Context: an optimization exercise on an open-source flow, tuned for small area. The choices shown serve that exercise and are no tape-out recipe. Function was checked by simulation only, so behaviour that the tests miss may differ from the original.

==> module ram_dp_pipe, before the edit <==
module ram_dp_pipe #(
  parameter int unsigned DATA_WIDTH   = 32,
  parameter int unsigned ADDR_WIDTH   = 6,
  parameter int unsigned DEPTH        = 48,
  parameter int unsigned RD_LATENCY   = 1,
  parameter bit          WRITE_FIRST  = 1'b0,
  parameter bit          CLEAR_ON_RST = 1'b1
) (
  input  logic                    clk,
  input  logic                    rst,
  input  logic                    wr_enb,
  input  logic [ADDR_WIDTH-1:0]   wr_addr,
  input  logic [DATA_WIDTH-1:0]   wr_data,
  input  logic [DATA_WIDTH/8-1:0] wr_be,
  input  logic                    rd_enb,
  input  logic [ADDR_WIDTH-1:0]   rd_addr,
  output logic [DATA_WIDTH-1:0]   rd_data,
  output logic                    rd_valid,
  output logic                    rd_err,
  output logic                    wr_err
);
  localparam int unsigned NumBytes = DATA_WIDTH / 8;
  logic [DATA_WIDTH-1:0] mem [DEPTH];
  logic                  wr_in_range;
  logic                  rd_in_range;
  logic [DATA_WIDTH-1:0] wr_word;
  logic [DEPTH-1:0]      wr_row;
  logic [DEPTH-1:0]      wr_row_n;
  logic [NumBytes-1:0]   wr_byte_n;
  logic [DEPTH-1:0]      rd_row;
  logic [DATA_WIDTH-1:0] rd_word;
  logic [DATA_WIDTH-1:0] dat_q;
  logic                  vld_q;
  logic                  err_q;
  logic                  wr_err_q;
  assign wr_in_range = (wr_addr < ADDR_WIDTH'(DEPTH));
  assign rd_in_range = (rd_addr < ADDR_WIDTH'(DEPTH));
  assign wr_word = wr_data & {DATA_WIDTH{~rst}};
  always_comb begin
    for (int b = 0; b < NumBytes; b++) begin
      wr_byte_n[b] = ~(rst | (wr_enb & wr_be[b]));
    end
    for (int r = 0; r < DEPTH; r++) begin
      wr_row[r]   = (wr_addr == ADDR_WIDTH'(r));
      wr_row_n[r] = ~(rst | wr_row[r]);
      rd_row[r] = (rd_addr == ADDR_WIDTH'(r)) & ~rst;
    end
  end
  for (genvar r = 0; r < DEPTH; r++) begin : g_row
    for (genvar b = 0; b < NumBytes; b++) begin : g_byte
      logic we;
      ram_dp_pipe_nor2 u_we (.a(wr_row_n[r]), .b(wr_byte_n[b]), .y(we));
      always_ff @(posedge clk) begin
        if (we) mem[r][8*b +: 8] <= wr_word[8*b +: 8];
      end
    end
  end
  for (genvar i = 0; i < DATA_WIDTH; i++) begin : g_rd_bit
    logic [DEPTH/3-1:0] part_n;
    for (genvar g = 0; g < DEPTH/3; g++) begin : g_grp
      ram_dp_pipe_aoi222 u_aoi (
        .a0(mem[3*g][i]),   .s0(rd_row[3*g]),
        .a1(mem[3*g+1][i]), .s1(rd_row[3*g+1]),
        .a2(mem[3*g+2][i]), .s2(rd_row[3*g+2]),
        .y_n(part_n[g])
      );
    end
    ram_dp_pipe_or16n u_or (.a_n(part_n), .y(rd_word[i]));
  end
  always_ff @(posedge clk) begin
    if (rst | rd_enb) dat_q <= rd_word;
  end
  always_ff @(posedge clk) begin
    if (rst) begin
      vld_q    <= 1'b0;
      err_q    <= 1'b0;
      wr_err_q <= 1'b0;
    end else begin
      vld_q    <= rd_enb;
      err_q    <= rd_enb & ~rd_in_range;
      wr_err_q <= wr_enb & ~wr_in_range;
    end
  end
  assign rd_data  = dat_q;
  assign rd_valid = vld_q;
  assign rd_err   = err_q;
  assign wr_err   = wr_err_q;
endmodule
clock: 5.0 ns
lec_check: 0
cap_margin: 10
core_margin: 2
core_utilization: 55
slew_margin: 10
synth_hierarchical: 1
standard.sh (not shown) runs the stock make flow with config.mk's settings and CLKGATE_MAP_FILE= SYNTH_SCRIPT=/design/flow/synth_recipe.tcl, a recipe that flattens the netlist after the stock synthesis.
==> flow/flow/run.sh <==
#!/bin/bash
# The standard layout (standard.sh), with two changes:
#  - ports are buffered with the smallest buffer instead of a delay cell;
#  - clock tree synthesis: clkbuf_16 root, clkbuf_8 tree, clkbuf_4 leaf
#    buffers on small sink clusters (clock-pin slew stays low), and no
#    dummy balancing loads.
set -euo pipefail
export BUFFER_PORTS_ARGS="-buffer_cell sky130_fd_sc_hd__buf_1"
export CTS_ARGS="-sink_clustering_enable -repair_clock_nets -buf_list {sky130_fd_sc_hd__clkbuf_4 sky130_fd_sc_hd__clkbuf_8 sky130_fd_sc_hd__clkbuf_16} -root_buf sky130_fd_sc_hd__clkbuf_16 -tree_buf sky130_fd_sc_hd__clkbuf_8 -sink_clustering_buffer sky130_fd_sc_hd__clkbuf_4 -sink_clustering_size ${CLUSTER_SIZE:-10} -sink_clustering_max_diameter 40 -dont_use_dummy_load"
bash standard.sh > standard.log 2>&1
Change:
--- a/flow/design.v
+++ b/flow/design.v
@@ -42,9 +42,9 @@
     end
     for (int r = 0; r < DEPTH; r++) begin
       wr_row[r]   = (wr_addr == ADDR_WIDTH'(r));
       wr_row_n[r] = ~(rst | wr_row[r]);
-      rd_row[r] = (rd_addr == ADDR_WIDTH'(r)) & ~rst;
+      rd_row[r] = (rd_addr == ADDR_WIDTH'(r));
     end
   end
   for (genvar r = 0; r < DEPTH; r++) begin : g_row
     for (genvar b = 0; b < NumBytes; b++) begin : g_byte
@@ -67,9 +67,9 @@
     end
     ram_dp_pipe_or16n u_or (.a_n(part_n), .y(rd_word[i]));
   end
   always_ff @(posedge clk) begin
-    if (rst | rd_enb) dat_q <= rd_word;
+    dat_q <= rd_word;
   end
   always_ff @(posedge clk) begin
     if (rst) begin
       vld_q    <= 1'b0;
Outcome:
- clock skew goes up by 0.015 ns
- core utilization goes up by 0.43 points
- die area goes down by 0.66%
- final cell count stays flat
- setup slack improves by 0.13 ns

## port drivers added, routing unchanged
No port has a modelled driver above. Below, the same layouts with a new extraction and two added sets of constraints. Step 1 (the two cells are an assumption about what drives the block):
set clk [get_ports {clk}]
set_driving_cell -lib_cell sky130_fd_sc_hd__clkbuf_16 $clk
set_driving_cell -lib_cell sky130_fd_sc_hd__buf_2 [delete_from_list [all_inputs] $clk]
Step 2 also shifts input and output timing later by t, the mid clock arrival at the registers, as if the neighbouring blocks saw the same clock. Three values: no drivers, after step 1, after step 2; two values: the first two.
| run | shift t [ns] | setup WS [ns] | hold slack, ns | worst setup path at the end | worst data-port slew with drivers (ns) |
|---|---|---|---|---|---|
| the first run | 0.775 | 1.268 / 1.057 / 0.282 | 0.558 / 0.510 / 0.630 | input to register | 0.27 |
| the second run | 0.772 | 1.395 / 1.372 / 0.600 | 0.515 / 0.460 / 0.570 | input to register | 0.21 |
After both steps setup and hold are still met in every run listed. The setup slack of the first run, which loses most, moves by -0.211 ns with the drivers and by -0.986 ns with both steps.
